Context: an optimization exercise on an open-source flow, tuned for small area. The choices shown serve that exercise and are no tape-out recipe. In this exercise RTL edits were held to simulation tests only and were not proved equivalent to the original. Power is estimated from default activity; no workload was simulated.

== exp/harbor ==
==> flow/design.v (excerpt) <==
module featuremap_streamer #(
  parameter int DATA_WIDTH = 24,
  parameter int IMG_W      = 12,
  parameter int IMG_H      = 12
) (
  input  logic                  clk,
  input  logic                  rst,
  input  logic                  wr_en,
  input  logic [DATA_WIDTH-1:0] wr_data,
  input  logic                  clr,
  input  logic                  start,
  output logic [DATA_WIDTH-1:0] data_out,
  output logic                  valid_out,
  output logic                  done,
  output logic                  busy,
  output logic                  frame_ready,
  output logic                  err
);
Settings: LEC_CHECK=0, CAP_MARGIN=0, CORE_MARGIN=2, CORE_UTILIZATION=45, GPL_TIMING_DRIVEN=0, PLACE_DENSITY=0.6, SLEW_MARGIN=0; clock period 5.0 ns.
standard.sh (not shown) runs the stock make flow with config.mk's settings and CLKGATE_MAP_FILE= SYNTH_SCRIPT=/design/flow/synth_recipe.tcl, a recipe that flattens the netlist after the stock synthesis.
==> flow/flow/run.sh <==
#!/bin/bash
# Standard layout, with the clock tree built without dummy loads from clkbuf_8 leaf clusters,
# and the port buffers made with the smallest buffer cell.
set -euo pipefail
bash standard.sh \
  'CTS_ARGS=-sink_clustering_enable -repair_clock_nets -dont_use_dummy_load -buf_list sky130_fd_sc_hd__clkbuf_8 -sink_clustering_size 20 -sink_clustering_max_diameter 80' \
  'BUFFER_PORTS_ARGS=-buffer_cell sky130_fd_sc_hd__buf_1' \
  finish > standard.log 2>&1
For exp/fjord, these inputs were changed with respect to exp/harbor:
Settings: a deleted GPL_TIMING_DRIVEN that had been 0; a change of SLEW_MARGIN from 0 to 20; a change of CAP_MARGIN from 0 to 20.
==> flow/flow/run.sh <==
#!/bin/bash
# Standard layout, with the clock tree built without dummy loads from clkbuf_8 leaf clusters,
# and the port buffers made with the smallest buffer cell.
set -euo pipefail
bash standard.sh \
  'CTS_ARGS=-sink_clustering_enable -repair_clock_nets -dont_use_dummy_load -buf_list sky130_fd_sc_hd__clkbuf_8 -sink_clustering_size 22 -sink_clustering_max_diameter 60' \
  'BUFFER_PORTS_ARGS=-buffer_cell sky130_fd_sc_hd__buf_1' \
  finish > standard.log 2>&1
Findings:
Compared with exp/harbor, in exp/fjord antenna diode count increased 2, area added between synthesis and finish moved down, final HPWL from detailed placement went up by 3.3 mm, met2 usage in global routing climbed 1.7 points.
Maximum number of pins on one net before global-route repair in exp/fjord vs exp/harbor: up 140%
exp/harbor consumes more power than exp/fjord.
The destination of the critical timing path comes out sr_q[564] in one run and data_out[8] in the other, namely in exp/harbor and exp/fjord respectively.
Utilization: exp/fjord < exp/harbor
Looking at number of buffer and inverter instances along the worst setup path, exp/fjord sits 10 lower than exp/harbor does.
On length of routed met2 wiring: between exp/harbor and exp/fjord, it ends up higher for exp/fjord.
### exp/fjord -> exp/garnet
Settings: CTS_BUF_LIST newly set to sky130_fd_sc_hd__clkbuf_16; CTS_CLUSTER_SIZE newly set to 32; CAP_MARGIN changed from 20 to 0; SLEW_MARGIN changed from 20 to 0; CTS_CLUSTER_DIAMETER newly set to 60.
==> flow/run.sh (new file) <==
#!/bin/bash
# synth_recipe.tcl (not shown) runs the flow's synth.tcl, then flattens the netlist and writes it again
# the make line also repeats each setting of config.mk as NAME=value (left out here)
make -C /OpenROAD-flow-scripts/flow DESIGN_CONFIG=/design/flow/config.mk WORK_HOME=/design/flow/orfs CLKGATE_MAP_FILE= SYNTH_SCRIPT=/design/flow/synth_recipe.tcl finish
removed: flow/flow/run.sh
removed: flow/standard.sh
Results
- Layout clock buffer count (exp/fjord / exp/garnet): 1.11
- Worst reg2reg path depth was higher in the run labelled exp/garnet.
- Diff exp/fjord -> exp/garnet | total power consumption of the routed design | up by more than 10%
Here is what was changed in the inputs of exp/nickel compared with exp/garnet.
Settings: CAP_MARGIN: 0 -> 20; CTS_CLUSTER_SIZE: 32 -> 18; SLEW_MARGIN: 0 -> 20; CTS_BUF_LIST: sky130_fd_sc_hd__clkbuf_16 -> sky130_fd_sc_hd__clkbuf_8.
[summary]
- exp/nickel did not stop at any stage, and its layout met the timing, design-rule and antenna checks.
- Diff exp/garnet -> exp/nickel: worst hold margin has decreased, part of the total power dissipated in combinational logic shows an increase of 0.8 points, relative area change from synthesis to final layout shows a reduction of 2.7 points, power decreased 4700 uW.


Setup of job 101:
featuremap_streamer, a different RTL version from the one above (not shown whole).
Size in the first run: ~3600 cells after synthesis, about 3500 flip-flops, roughly 58 I/O pins, roughly 100000 sq um of cells after synthesis.
clock: 5.0 ns
lec_check: 0
cap_margin: 20
core_margin: 2
core_utilization: 45
place_density: 0.6
slew_margin: 20
==> flow/flow/run.sh <==
#!/bin/bash
# Standard layout, except: the enable net of the frame register gets a one-level buffer tree
# (flow/enable_tree.tcl, run after the placement resize), the clock tree is built without dummy
# loads from clkbuf_8 clusters, and the port buffers use the smallest buffer cell.
set -euo pipefail
here=$(pwd)
bash standard.sh \
  'CTS_ARGS=-sink_clustering_enable -repair_clock_nets -dont_use_dummy_load -buf_list sky130_fd_sc_hd__clkbuf_8 -sink_clustering_size 21 -sink_clustering_max_diameter 70' \
  'BUFFER_PORTS_ARGS=-buffer_cell sky130_fd_sc_hd__buf_1' \
  "POST_RESIZE_TCL=$here/flow/enable_tree.tcl" \
  finish > standard.log 2>&1
Other scripts of this flow, unchanged in this note and not shown: flow/flow/enable_tree.tcl
Changes in job 102 relative to job 101:
-- flow/flow/run.sh --
<<< job 101, line 8
  'CTS_ARGS=-sink_clustering_enable -repair_clock_nets -dont_use_dummy_load -buf_list sky130_fd_sc_hd__clkbuf_8 -sink_clustering_size 21 -sink_clustering_max_diameter 70' \
>>> job 102, line 8
  'CTS_ARGS=-sink_clustering_enable -repair_clock_nets -dont_use_dummy_load -buf_list {sky130_fd_sc_hd__clkbuf_4 sky130_fd_sc_hd__clkbuf_8} -root_buf sky130_fd_sc_hd__clkbuf_8 -tree_buf sky130_fd_sc_hd__clkbuf_8 -sink_clustering_buffer sky130_fd_sc_hd__clkbuf_4 -sink_clustering_size 11 -sink_clustering_max_diameter 50' \
## What came out
Summary — setup slack, job 102 relative to job 101: lower, by 0.11 ns.
Job 102 ends up with higher synthesis-to-layout area growth than job 101 does.
Smallest hold slack in job 102 is 0.0038 ns above job 101.
Job 101 -> job 102: critical path depth delta 0, exact match
Summary of the comparison: power density over the cells is higher in job 102, relative to job 101.
Diff job 101 -> job 102: proportion of final cell area spent on non-clock buffers has remained practically unchanged; final cell area excluding filler cells increased 0.46%; cell count climbed 2.8%.
Input-level comparison between job 103 and job 102:
-- flow/flow/run.sh --
<<< job 102, line 8
  'CTS_ARGS=-sink_clustering_enable -repair_clock_nets -dont_use_dummy_load -buf_list {sky130_fd_sc_hd__clkbuf_4 sky130_fd_sc_hd__clkbuf_8} -root_buf sky130_fd_sc_hd__clkbuf_8 -tree_buf sky130_fd_sc_hd__clkbuf_8 -sink_clustering_buffer sky130_fd_sc_hd__clkbuf_4 -sink_clustering_size 11 -sink_clustering_max_diameter 50' \
>>> job 103, line 8
  'CTS_ARGS=-sink_clustering_enable -repair_clock_nets -dont_use_dummy_load -buf_list sky130_fd_sc_hd__clkbuf_8 -sink_clustering_size 21 -sink_clustering_max_diameter 80' \
==> run notes <==
Max worst hold path stage count across job 102 and job 103: job 102
Job 103 improves on job 102 in final worst hold slack.
[compare] base=job 102 new=job 103: max-slew violation count level, final cell count moved down, setup slack moved up, die area level.
Higher power was reported by job 102, not job 103.


## xenon
Starting RTL as in the previous note.
// featuremap_streamer
module featuremap_streamer #(
  parameter int DATA_WIDTH = 24,
  parameter int IMG_W      = 12,
  parameter int IMG_H      = 12
) (
  input  logic                  clk,
  input  logic                  rst,
  input  logic                  wr_en,
  input  logic [DATA_WIDTH-1:0] wr_data,
  input  logic                  clr,
  input  logic                  start,
  output logic [DATA_WIDTH-1:0] data_out,
  output logic                  valid_out,
  output logic                  done,
  output logic                  busy,
  output logic                  frame_ready,
  output logic                  err
);
  localparam int N = IMG_W * IMG_H;
  localparam int PW = IMG_W + 4;
  localparam int PH = IMG_H + 4;
  localparam int BEATS = PW * PH;
  localparam int CNTW  = $clog2(BEATS) > $clog2(N) ? $clog2(BEATS) : $clog2(N);
  localparam int CW    = $clog2(PW);
  logic [CNTW-1:0]         cnt_q;
  logic                    busy_q;
  logic                    valid_q;
  logic                    frame_ready_q;
  logic                    err_q;
  logic [N*DATA_WIDTH-1:0] sr_q;
  logic                    idle;
  logic                    we;
  ...
export LEC_CHECK = 0
export CAP_MARGIN = 20
export CORE_MARGIN = 2
export CORE_UTILIZATION = 45
export PLACE_DENSITY = 0.6
export SLEW_MARGIN = 20
create_clock -name core_clock -period 5.0 [get_ports {clk}]
==> flow/flow/run.sh <==
#!/bin/bash
# Standard layout, except: the enable net of the frame register gets a one-level buffer tree
# (flow/enable_tree.tcl, run after the placement resize), the clock tree is built without dummy
# loads from clkbuf_8 clusters, and the port buffers use the smallest buffer cell.
set -euo pipefail
here=$(pwd)
bash standard.sh \
  'CTS_ARGS=-sink_clustering_enable -repair_clock_nets -dont_use_dummy_load -buf_list sky130_fd_sc_hd__clkbuf_8 -sink_clustering_size 20 -sink_clustering_max_diameter 80' \
  'BUFFER_PORTS_ARGS=-buffer_cell sky130_fd_sc_hd__buf_1' \
  "POST_RESIZE_TCL=$here/flow/enable_tree.tcl" \
  finish > standard.log 2>&1
==> flow/flow/enable_tree.tcl <==
# Rebuild the buffer tree on the flip-flop enable net as one level of K buffers, each driving the
# enable pins of one cluster of flip-flops, in place of the deeper tree repair_design builds.
proc et_is_buffer { inst } {
  set m [[$inst getMaster] getName]
  return [regexp {^sky130_fd_sc_hd__(buf|clkbuf)_[0-9]+$} $m]
}
set et_k 25
set et_cell sky130_fd_sc_hd__buf_8
set block [ord::get_db_block]
# The enable pins: DE of every enable flip-flop.
set de_pins {}
foreach inst [$block getInsts] {
  if { [[$inst getMaster] getName] eq "sky130_fd_sc_hd__edfxtp_1" } {
    lappend de_pins [$inst findITerm DE]
  }
}
puts "enable_tree: [llength $de_pins] enable pins"
# Walk back from each enable pin through buffers to the net driven by logic.
set bufs [dict create]
set roots [dict create]
foreach it $de_pins {
  set net [$it getNet]
  while { 1 } {
    set drv ""
    foreach t [$net getITerms] { if { [$t isOutputSignal] } { set drv $t } }
    if { $drv eq "" } { break }
    set di [$drv getInst]
    if { ![et_is_buffer $di] } { break }
    dict set bufs [$di getName] 1
    set net [[$di findITerm A] getNet]
  }
  dict set roots [$net getName] 1
}
puts "enable_tree: roots [dict keys $roots], [dict size $bufs] buffers"
if { [dict size $roots] == 1 && [dict size $bufs] > 0 } {
  remove_buffers {*}[dict keys $bufs]
  set root [lindex [dict keys $roots] 0]
  # Cluster the pins on the root net: sort by y into bands, then each band by x.
  set pts {}
  foreach it $de_pins {
    set inst [$it getInst]
    set bb [$inst getBBox]
    lappend pts [list [expr {([$bb xMin] + [$bb xMax]) / 2}] [expr {([$bb yMin] + [$bb yMax]) / 2}] [$inst getName]]
  }
  set n [llength $pts]
  set nb [expr { int(sqrt($et_k)) }]
  set nx [expr { $et_k / $nb }]
  set pts [lsort -integer -index 1 $pts]
  set per_band [expr { ($n + $nb - 1) / $nb }]
  set idx 0
  for { set b 0 } { $b < $nb } { incr b } {
    set band [lsort -integer -index 0 [lrange $pts [expr {$b * $per_band}] [expr {($b + 1) * $per_band - 1}]]]
    set m [llength $band]
    set per [expr { ($m + $nx - 1) / $nx }]
    for { set c 0 } { $c < $nx } { incr c } {
      set grp [lrange $band [expr {$c * $per}] [expr {($c + 1) * $per - 1}]]
      if { [llength $grp] == 0 } { continue }
      set sx 0; set sy 0; set pins {}
      foreach p $grp {
        set sx [expr {$sx + [lindex $p 0]}]
        set sy [expr {$sy + [lindex $p 1]}]
        lappend pins [get_pins "[lindex $p 2]/DE"]
      }
      set dbu [$block getDbUnitsPerMicron]
      set cx [expr {double($sx) / [llength $grp] / $dbu}]
      set cy [expr {double($sy) / [llength $grp] / $dbu}]
      insert_buffer -buffer_cell $et_cell -net [get_nets $root] -load_pins $pins \
        -location [list $cx $cy] -buffer_name "enbuf_$idx" -net_name "enbuf_net_$idx"
      incr idx
    }
  }
  puts "enable_tree: inserted $idx $et_cell buffers on $root"
  estimate_parasitics -placement
  repair_design -verbose
}
xenon completed; timing, DRC and antenna clean
Edits applied to the flow inputs when going from xenon to lagoon:
-- flow/flow/enable_tree.tcl --
<<< xenon, line 6
}
set et_k 25
set et_cell sky130_fd_sc_hd__buf_8
set block [ord::get_db_block]
>>> lagoon, line 6
}
set et_k 16
set et_cell sky130_fd_sc_hd__buf_16
set block [ord::get_db_block]
==> run notes <==
- On total power after layout, lagoon and xenon are basically level.
- Comparing xenon with lagoon, the final-layout non-clock buffer area share came out essentially unchanged.
- Compared with xenon, in lagoon via count normalized by instance count has remained practically unchanged; via count of the first global-routing pass has remained practically unchanged; maximum level of the CTS H-tree has remained practically unchanged.
- As far as synthesized instance count goes, xenon and lagoon are indistinguishable; the numbers are identical.
- Cell leakage power: xenon vs lagoon — no meaningful difference
- After detailed routing, xenon needs more wire than lagoon.
- Run comparison: xenon capture point of the critical path data_out[3]; lagoon capture point of the critical path data_out[12]
- Looking at depth of the most critical reg-to-reg path, lagoon sits 1 lower than xenon does.
- Compared with xenon, lagoon shows maximum frequency that has gone down slightly.
Here is what was changed in the inputs of amber compared with lagoon.
Settings: ABC_CLOCK_PERIOD_IN_PS now 20000, previously not set.
==> comparison <==
Final worst setup slack came out exactly the same in lagoon and amber.
From lagoon to amber, number of endpoints with negative hold slack in the final report did not move at all.
lagoon and amber ended up with roughly the same clock power.
Going from lagoon to amber, placed instance area shows no meaningful change; effective utilization at floorplan shows no meaningful change; combinational power shows no meaningful change.

## port drivers added, routing unchanged
The results above use ideal ports. As a check the final layouts listed here were re-extracted and re-timed, cells and wires unchanged.
Step 1, drivers: a clkbuf_16 drives clk and a buf_2 each remaining input, both assumed.
Step 2, shift: input delay + t, output delay - t, t = (earliest + latest rising clock arrival at the registers) / 2. This alone moves slack from input paths to output paths.
a / b / c = ideal ports / drivers / drivers and shift; a / b = the first two.
run	t, ns	slack for setup (ns)	worst slew at a driven data input, ns
exp/harbor	0.963	0.408 / 0.408 / 0.144	0.04
exp/fjord	0.992	1.406 / 1.331 / 1.707	0.05
exp/garnet	0.899	1.088 / 1.006 / 1.440	0.05
exp/nickel	1.030	0.952 / 0.870 / 1.443	0.05
job 101	0.972	1.176 / 1.098 / 1.559	0.04
job 102	1.046	1.066 / 0.987 / 1.591	0.04
job 103	0.979	1.097 / 1.019 / 1.558	0.04
xenon	0.992	1.103 / 1.024 / 1.527	0.04
lagoon	0.995	1.076 / 0.998 / 1.693	0.04
amber	0.995	1.076 / 0.998 / 1.693	0.04
After both steps every run listed still meets setup and hold. The setup slack of exp/harbor, which loses most, moves by 0.000 ns with the drivers and by -0.264 ns with both steps.
